Background: an optimization exercise with open tools, aiming at small area and a short achievable clock period. Do not read the settings as production practice. The RTL was checked by simulation tests, not by an equivalence proof against the original design. Power and IR drop assume default switching activity.

==> flow/design.v <==
package usb_pkg;
  localparam int unsigned USB_BUF_DEPTH  = 64;
  localparam int unsigned USB_BUF_ADDR_W = 6;
  localparam logic [1:0] SIZE_BYTE = 2'd0;
  localparam logic [1:0] SIZE_HALF = 2'd1;
  localparam logic [1:0] SIZE_WORD = 2'd2;
  localparam logic [3:0] PID_OUT   = 4'b0001;
  localparam logic [3:0] PID_IN    = 4'b1001;
  localparam logic [3:0] PID_DATA0 = 4'b0011;
  localparam logic [3:0] PID_DATA1 = 4'b1011;
  localparam logic [3:0] PID_ACK   = 4'b0010;
  localparam logic [3:0] PID_NAK   = 4'b1010;
  localparam logic [3:0] PID_STALL = 4'b1110;
  function automatic logic [2:0] size_bytes(input logic [1:0] sz);
    logic [2:0] n;
    case (sz)
      SIZE_BYTE: n = 3'd1;
      SIZE_HALF: n = 3'd2;
      SIZE_WORD: n = 3'd4;
      default:   n = 3'd0;
    endcase
    size_bytes = n;
  endfunction
endpackage
module usb_buffer_mem
#(
  parameter int unsigned DEPTH  = usb_pkg::USB_BUF_DEPTH,
  parameter int unsigned ADDR_W = usb_pkg::USB_BUF_ADDR_W
) (
  input  logic              clk_i,
  input  logic [ADDR_W-1:0] waddr_i,      
  input  logic [3:0]        wlane_en_i,   
  input  logic [31:0]       wdata_i,      
  input  logic [ADDR_W-1:0] raddr_i,      
  output logic [31:0]       wbank_o,      
  output logic [31:0]       rbank_o       
);
  localparam int unsigned Rows  = DEPTH / 4;
  localparam int unsigned RowW  = ADDR_W - 2;
  logic [7:0] bank_q [4][Rows];
  for (genvar b = 0; b < 4; b++) begin : gen_bank
    logic [1:0]      wlane;
    logic [RowW-1:0] wrow, rrow;
    logic [7:0]      wbyte;
    logic            wen;
    assign wlane = 2'(b) - waddr_i[1:0];
    assign wrow  = waddr_i[ADDR_W-1:2] + RowW'(2'(b) < waddr_i[1:0]);
    assign wbyte = wdata_i[8*wlane +: 8];
    assign wen   = wlane_en_i[wlane];
    assign rrow  = raddr_i[ADDR_W-1:2] + RowW'(2'(b) < raddr_i[1:0]);
    assign rbank_o[8*b +: 8] = bank_q[b][rrow];
    assign wbank_o[8*b +: 8] = wbyte;
    for (genvar r = 0; r < Rows; r++) begin : gen_row
      always_ff @(posedge clk_i) begin
        if (wen && wrow == RowW'(r)) bank_q[b][r] <= wbyte;
      end
    end
  end
endmodule
module usb_data_buffer
#(
  parameter int unsigned DEPTH  = usb_pkg::USB_BUF_DEPTH,
  parameter int unsigned ADDR_W = usb_pkg::USB_BUF_ADDR_W
) (
  input  logic              clk,
  input  logic              n_rst,
  input  logic              flush,
  input  logic              clear,
  input  logic              store_rx_packet_data,
  input  logic [7:0]        rx_packet_data,
  input  logic              get_rx_data,
  input  logic              store_tx_data,
  input  logic [1:0]        data_size,
  input  logic [31:0]       tx_data,
  output logic [31:0]       rx_data,
  input  logic              get_tx_packet_data,
  output logic [7:0]        tx_packet_data,
  output logic [ADDR_W:0]   buffer_occupancy
);
  localparam int unsigned CntW = ADDR_W + 1;
  logic [ADDR_W-1:0] rd_ptr_q, rd_ptr_d, wr_ptr_q, wr_ptr_d;
  logic [CntW-1:0]   occ_q, occ_d;
  logic [7:0] occ_gt;
  logic [3:0] slot_free;
  logic [3:0] occ_gt_q;
  for (genvar k = 0; k < 8; k++) begin : gen_gt
    assign occ_gt[k] = occ_q > CntW'(k);
  end
  for (genvar k = 0; k < 4; k++) begin : gen_free
    assign slot_free[k] = occ_q < CntW'(DEPTH - k);
  end
  logic       sz1, sz2, sz4;
  logic       push_rx, push_tx, pop_tx, pop_rx;
  logic [2:0] push_oh, pop_oh;    
  logic       clr;
  assign sz1     = data_size == 2'd0;
  assign sz2     = data_size == 2'd1;
  assign sz4     = data_size == 2'd2;
  assign push_rx = store_rx_packet_data;
  assign push_tx = !store_rx_packet_data && store_tx_data;
  assign pop_tx  = get_tx_packet_data;
  assign pop_rx  = !get_tx_packet_data && get_rx_data;
  assign clr     = flush || clear;
  assign push_oh[0] = (push_rx || (push_tx && sz1)) && slot_free[0];
  assign push_oh[1] = push_tx && sz2 && slot_free[1];
  assign push_oh[2] = push_tx && sz4 && slot_free[3];
  assign pop_oh[0]  = (pop_tx || (pop_rx && sz1)) && occ_gt[0];
  assign pop_oh[1]  = pop_rx && sz2 && occ_gt[1];
  assign pop_oh[2]  = pop_rx && sz4 && occ_gt[3];
  logic [8:0]      sel;
  logic [CntW-1:0] cand [9];
  logic [3:0]      cand_gt [9];
  logic [3:0]      occ_gt_d;
  always_comb begin
    for (int i = 0; i < 9; i++) begin
      cand[i] = occ_q + CntW'(i) - CntW'(4);
      for (int k = 0; k < 4; k++) cand_gt[i][k] = cand[i] > CntW'(k);
    end
  end
  logic p0, q0;
  assign p0 = !(push_oh[0] || push_oh[1] || push_oh[2]);
  assign q0 = !(pop_oh[0] || pop_oh[1] || pop_oh[2]);
  assign sel[8] = push_oh[2] && q0;
  assign sel[7] = push_oh[2] && pop_oh[0];
  assign sel[6] = (push_oh[1] && q0) || (push_oh[2] && pop_oh[1]);
  assign sel[5] = (push_oh[0] && q0) || (push_oh[1] && pop_oh[0]);
  assign sel[4] = (p0 && q0) || (push_oh[0] && pop_oh[0]) || (push_oh[1] && pop_oh[1]) ||
                  (push_oh[2] && pop_oh[2]);
  assign sel[3] = (p0 && pop_oh[0]) || (push_oh[0] && pop_oh[1]);
  assign sel[2] = (p0 && pop_oh[1]) || (push_oh[1] && pop_oh[2]);
  assign sel[1] = push_oh[0] && pop_oh[2];
  assign sel[0] = p0 && pop_oh[2];
  always_comb begin
    occ_d    = '0;
    occ_gt_d = '0;
    for (int i = 0; i < 9; i++) begin
      occ_d    = occ_d    | ({CntW{sel[i]}} & cand[i]);
      occ_gt_d = occ_gt_d | ({4{sel[i]}} & cand_gt[i]);
    end
    rd_ptr_d = rd_ptr_q;
    if (pop_oh[0]) rd_ptr_d = rd_ptr_q + ADDR_W'(1);
    if (pop_oh[1]) rd_ptr_d = rd_ptr_q + ADDR_W'(2);
    if (pop_oh[2]) rd_ptr_d = rd_ptr_q + ADDR_W'(4);
    wr_ptr_d = wr_ptr_q;
    if (push_oh[0]) wr_ptr_d = wr_ptr_q + ADDR_W'(1);
    if (push_oh[1]) wr_ptr_d = wr_ptr_q + ADDR_W'(2);
    if (push_oh[2]) wr_ptr_d = wr_ptr_q + ADDR_W'(4);
    if (clr) begin
      rd_ptr_d = '0;
      wr_ptr_d = '0;
      occ_d    = '0;
      occ_gt_d = '0;
    end
  end
  always_ff @(posedge clk or negedge n_rst) begin
    if (!n_rst) begin
      rd_ptr_q <= '0;
      wr_ptr_q <= '0;
      occ_q    <= '0;
      occ_gt_q <= '0;
    end else begin
      rd_ptr_q <= rd_ptr_d;
      wr_ptr_q <= wr_ptr_d;
      occ_q    <= occ_d;
      occ_gt_q <= occ_gt_d;
    end
  end
  logic [31:0] push_data, wbank, rbank;
  assign push_data = push_rx ? {tx_data[31:8], rx_packet_data} : tx_data;
  usb_buffer_mem #(
    .DEPTH  (DEPTH),
    .ADDR_W (ADDR_W)
  ) u_mem (
    .clk_i      (clk),
    .waddr_i    (wr_ptr_q),
    .wlane_en_i (slot_free),
    .wdata_i    (push_data),
    .raddr_i    (rd_ptr_q + ADDR_W'(4)),
    .wbank_o    (wbank),
    .rbank_o    (rbank)
  );
  logic [3:0][7:0] win_q, win_d;
  logic [3:0] rot_q, rot_d;
  always_comb begin
    rot_d = rot_q;
    if (pop_oh[0]) rot_d = {rot_q[2:0], rot_q[3]};
    if (pop_oh[1]) rot_d = {rot_q[1:0], rot_q[3:2]};
    if (clr)       rot_d = 4'b0001;
  end
  always_ff @(posedge clk or negedge n_rst) begin
    if (!n_rst) rot_q <= 4'b0001;
    else        rot_q <= rot_d;
  end
  for (genvar b = 0; b < 4; b++) begin : gen_win
    logic [3:0] at;        
    logic       popped, held, behind_held;
    for (genvar j = 0; j < 4; j++) begin : gen_at
      assign at[j] = rot_q[(b - j + 4) % 4];
    end
    assign popped      = pop_oh[2] || (pop_oh[1] && (at[0] || at[1])) || (pop_oh[0] && at[0]);
    assign held        = |(at & occ_gt[3:0]);
    assign behind_held = |(at & occ_gt[7:4]);
    always_comb begin
      if (popped) win_d[b] = behind_held ? rbank[8*b +: 8] : wbank[8*b +: 8];
      else        win_d[b] = held        ? win_q[b]         : wbank[8*b +: 8];
    end
  end
  always_ff @(posedge clk) begin
    win_q <= win_d;
  end
  logic [3:0][7:0] lane;
  always_comb begin
    lane = '0;
    for (int k = 0; k < 4; k++)
      for (int b = 0; b < 4; b++) lane[k] = lane[k] | (win_q[b] & {8{rot_q[(b - k + 4) % 4]}});
  end
  usb_out_mask u_out_mask (
    .lane_i      (lane),
    .occ_gt_i    (occ_gt_q),
    .data_size_i (data_size),
    .rx_data_o   (rx_data),
    .tx_data_o   (tx_packet_data)
  );
  assign buffer_occupancy = occ_q;
endmodule
module usb_out_mask (
  input  logic [3:0][7:0] lane_i,
  input  logic [3:0]      occ_gt_i,
  input  logic [1:0]      data_size_i,
  output logic [31:0]     rx_data_o,
  output logic [7:0]      tx_data_o
);
  logic [3:0] lane_on;
  assign lane_on[0] = occ_gt_i[0] && !(data_size_i[1] && data_size_i[0]);
  assign lane_on[1] = occ_gt_i[1] && (data_size_i[1] != data_size_i[0]);
  assign lane_on[2] = occ_gt_i[2] && data_size_i[1] && !data_size_i[0];
  assign lane_on[3] = occ_gt_i[3] && data_size_i[1] && !data_size_i[0];
  for (genvar k = 0; k < 4; k++) begin : gen_rx
    assign rx_data_o[8*k +: 8] = lane_on[k] ? lane_i[k] : 8'h00;
  end
  assign tx_data_o = occ_gt_i[0] ? lane_i[0] : 8'h00;
endmodule
==> flow/flow/run.sh <==
#!/bin/bash
# The standard ORFS layout, with two changes:
#  - synthesis maps the logic with an area-oriented ABC script
#    (flow/abc_area.script) instead of ORFS's, which upsizes and buffers every
#    gate before placement; timing repair after placement sizes up only the
#    gates on paths that need it;
#  - every port still gets its own buffer, but the smallest buffer cell is
#    inserted (repair then sizes up those on critical paths).
set -euo pipefail
here=$(pwd)
rm -rf "$here/scripts"
cp -r "$FLOW_HOME/scripts" "$here/scripts"
cp "$here/flow/abc_area.script" "$here/scripts/abc_area.script"
bash standard.sh SCRIPTS_DIR="$here/scripts" \
  "BUFFER_PORTS_ARGS=-buffer_cell sky130_fd_sc_hd__buf_1" finish > "$here/orfs_make.log" 2>&1
==> flow/flow/abc_area.script <==
strash
&get -n
&fraig -x
&put
scorr
dc2
strash
&get -n
&dch -f
&nf -R 1000
&put
==> flow/standard.sh <==
#!/bin/bash
# synth_recipe.tcl (not shown) runs the flow's synth.tcl, then flattens the netlist and writes it again
# the make line also repeats each setting of config.mk as NAME=value (left out here)
make -C /OpenROAD-flow-scripts/flow DESIGN_CONFIG=/design/flow/config.mk WORK_HOME=/design/flow/orfs CLKGATE_MAP_FILE= SYNTH_SCRIPT=/design/flow/synth_recipe.tcl "${@:-finish}"
==> flow/config.mk <==
export PLATFORM = sky130hd
export DESIGN_NAME = usb_data_buffer
export DESIGN_NICKNAME = usb_data_buffer
export VERILOG_FILES = /design/flow/design.v
export SDC_FILE = /design/flow/constraint.sdc
export NUM_CORES = 4
export LEC_CHECK = 0
export ABC_AREA = 1
export CAP_MARGIN = 20
export CORE_MARGIN = 2
export CORE_UTILIZATION = 45
export CTS_BUF_LIST = sky130_fd_sc_hd__clkbuf_8
export CTS_CLUSTER_DIAMETER = 50
export CTS_CLUSTER_SIZE = 16
export SETUP_SLACK_MARGIN = 3.0
export SLEW_MARGIN = 20
export SYNTH_HIERARCHICAL = 1
export SYNTH_MINIMUM_KEEP_SIZE = 0
==> flow/constraint.sdc <==
create_clock -name core_clock -period 7.0 [get_ports {clk}]
set_input_delay 1.4000 -clock core_clock [delete_from_list [all_inputs] [get_ports {clk}]]
set_output_delay 1.4000 -clock core_clock [all_outputs]
set_load 0.01 [all_outputs]
==> impl_metrics.yaml <==
global_routing:
  track_usage_pct: 26.7
  grt_first_pass_wirelength_mm: 112
  grt_max_degree: 46
  overflow: 0
  grt_pass1_vias: 16600
  antenna_found_initial: 3
floorplanning:
  die_h_um: 241
  die_area_mm2: 0.0581
  num_rows: 86
  die_w_um: 241
  core_area_mm2: 0.0553
  start_util_pct: 45.7
  num_io_pins: 97
sta:
  slew_violations: 0
  rsz0062_at_grt: "yes"
  worst_pin_slew_ps: 1110
  fin_crit_sh_pct: 56.0
  fin_crit_ps: 3920
  worst_hold_slack_ps: 674
  setup-violations-final: 0
  skew_ps: 22.2
  hold_viol: 0
  slew_headroom_pct: 26.1
  max_freq_ghz: 0.255
  fin_ws_ps: 3080
  tns_ps: 0
min_path:
  hold_start: "u_mem.bank_q[44][5]"
  worstHoldPathCells: 3
  hold_class: "reg -> reg"
  min_to: "win_q[21]"
route:
  viasPerCell: 6.44
  drtIter0Drc: 3103
  vias: 17600
  ant_nets: 0
  routed_wl_mm: 77.8
  first_pass_iters: 8
  routedWlPerCell_um: 28.4
  drc: 0
status:
  outcome: "complete, no violations"
logic_synthesis:
  synth_top_area_cell: "edfxtp_1"
  synthTopCellsByCount: "544 x edfxtp_1, 228 x nand2_1, 161 x nor2_1"
  synthXorXnorAreaFrac_pct: 1.73
  syn_area_mm2: 0.0253
  synth_cells: 1785
  synth_top_area_share_pct: 64.7
  yosysSeqAreaShare_pct: 67.3
  ys_seq_elements: 571
  synth_compound_area_share_pct: 12.3
  synthArstFlopShare_pct: 4.73
  yosysWarnings: 11
  synthMuxAreaShare_pct: 4.84
  yosys.area_share.adder_pct: 2.13
  ys_types: 50
  synth_top_family_by_area: "compound AO/OA/AOI/OAI gates"
  synth-simple-area-share_pct: 11.4
  synth_most_common_cell: "edfxtp_1"
  synth_edf_count: 544
  synthTopCellsByArea: "edfxtp_1 65%, a222oi_1 5.5%, nand2_1 3.4%"
  synth.net_count: 1878
  synth_ff_type: "edfxtp_1"
  synth_area_per_cell_um2: 14.2
worst_setup_path:
  required_ps: 5600
  reg2reg_to: "win_q[4]"
  critPathLaunchType: "input pin"
  end_kind: "output port"
  worstReg2RegStart: "rd_ptr_q[2]"
  cp_max_fo: 8
  arrival_ps: 2520
  r2r_setup_slack_ps: 3150
  ff2ff_path_depth: 12
  critPathKind: "in -> out"
pwr:
  ir_worst_vdd_uv: 136
  p_leak_uw: 0.00918
  p_per_area_mw_per_mm2: 253
place:
  port_buffers: 96
  dp_cells: 2651
  gp_congestion: 0.921
  placed_area_mm2: 0.0268
  pre_cts_slack_ps: 2310
  dpl.hpwl_mm: 53.3
clock_tree:
  clkLatencyLatePin_ps: 670
  cts.clk_slew.worst_paths_ps: 90
  cts_tree: "done"
  h-tree-depth: 2
  cts_buffers: 49
  cts_root_buf: "clkbuf_8"
  clock_path_buffers: 3
  cts.sinks: 571
  cts_hold_buf: 0
layout:
  fin_nets: 2051
  area_growth_syn_to_layout_pct: 10.8
  drive_gt1_share_pct: 9.50
  design_area_mm2: 0.0280
  finalNonFillerCells: 2741
run:
  drv_cap: 0
[layer usage]
layer  share of wire [%]  track usage [%]
met2                  46             41.7
met5                   0                0
met3                 9.5             3.77
met1                  42             39.2
met4                 2.4             7.26
[power by group]
group,internal (uW),switching (uW)
combinational,282,686
clock,816,1180
sequential,3980,150
total,5080,2010
[kinds of logic (layout without fill, tap and decap cells)]
family                   Yosys count  after routing
AND/OR/NAND/NOR                  628            628
flip-flops                       571            571
AO/OA/AOI/OAI                    400            400
multiplexers                      77             77
XOR/XNOR                          50             50
adder cells (fa/ha/maj)           43             43
buffers and inverters             16            221
other                              0              3
[per-stage QoR]
step,total power (uW),util [%]
floorplan,4700,-
global placement,5130,48.4
detailed placement,5140,48.4
CTS,7090,50.5
global route,7330,50.6
finish,7100,50.6
[placed cells by master (no fill, tap or decap), types with 4 or more instances in the layout]
| master | instances |
|---|---|
| clkbuf_8 | 51 |
| a21o_1 | 8 |
| nor2_2 | 32 |
| nor3_2 | 4 |
| a222oi_1 | 138 |
| nor3_1 | 24 |
| a21oi_1 | 63 |
| a21boi_0 | 5 |
| inv_1 | 13 |
| o21ai_0 | 42 |
| and4_1 | 11 |
| edfxtp_1 | 544 |
| clkinvlp_4 | 7 |
| o22ai_1 | 6 |
| nor2b_1 | 19 |
| a221oi_1 | 22 |
| mux2_1 | 42 |
| a22o_1 | 15 |
| ha_1 | 41 |
| mux4_2 | 32 |
| nand2_1 | 226 |
| nor2_1 | 128 |
| and2_0 | 28 |
| a22oi_1 | 56 |
| buf_1 | 94 |
| xor2_1 | 21 |
| nand4_1 | 19 |
| a31oi_1 | 14 |
| nand2b_1 | 18 |
| xnor2_1 | 27 |
| buf_4 | 25 |
| nor4_1 | 8 |
| nand3_1 | 65 |
| and3_1 | 21 |
| a211oi_1 | 6 |
| or3_1 | 6 |
| dfrtp_1 | 23 |
| clkinv_1 | 16 |
[how the worst max path moves through the flow]
| stage | from | to | slack [ps] | depth (start not counted) |
|---|---|---|---|---|
| 6_report | data_size[1] | rx_data[29] | 3080 | 4 |
| 5_1_grt | rd_ptr_q[2] | win_q[20] | 2830 | 12 |
| 4_1_cts | rd_ptr_q[3] | win_q[20] | 3000 | 11 |
| 3_5_place_dp | store_rx_packet_data | occ_gt_q[1] | 2310 | 9 |
| 3_3_place_gp | store_rx_packet_data | occ_gt_q[1] | 2440 | 9 |
| 2_1_floorplan | wr_ptr_q[0] | u_mem.bank_q[12][0] | 3210 | 5 |
[per-module statistics from Yosys, one instance, submodules excluded, a selection]
| module | copies in the design | cells inside |
|---|---|---|
| usb_out_mask | 1 | 43 |
| usb_data_buffer | 1 | 628 |
[timing repair]
item | 4_1_cts | 5_1_grt
setup endpoints to repair | 544 | 510
resized for setup | 50 | 17
buffers inserted | 0 | 2
[worst max-delay path, stage by stage]
cell     delay (ps)
buf_1           240
and3b_2         370
and2_0          300
buf_1           210
[flip-flops by register name, indices dropped and copies added (netlist names)]
| name | cells |
|---|---|
| occ_gt_q | 4 |
| u_mem.bank_q | 512 |
| wr_ptr_q | 6 |
| occ_q | 7 |
| rot_q | 4 |
| rd_ptr_q | 6 |
| win_q | 32 |
[final cells by class]
cell class                 count  area [um^2]
tap                          748          936
sequential                   571        17000
inverter                      16         67.6
clock inverter                32          290
clock buffer                  51          702
timing repair buffer         122          556
fill                        4728        27300
antenna                        3         7.51
multi-input combinational   1198         8420

-- separate check: timing with driven ports --
The results above use ideal ports. As a check the final layout listed here was re-extracted and re-timed, cells and wires unchanged.
Step 1 assumes that a clkbuf_16 drives the clock port and a buf_2 every other input.
Step 2 moves the port delays by t, midway between the first and last clock arrival at a register: inputs arrive t later, outputs are due t later. That takes back most of the time a late clock gives input paths.
Slacks: no drivers / after step 1 / after step 2; pairs: no drivers / after step 1.
t (ns): 0.722
setup WS [ns]: 3.077 / 3.052 / 2.431
latest minus earliest clock arrival (ns): 0.033 / 0.033
After both steps this run still meets setup and hold. The setup slack of this run moves by -0.025 ns with the drivers and by -0.646 ns with both steps.
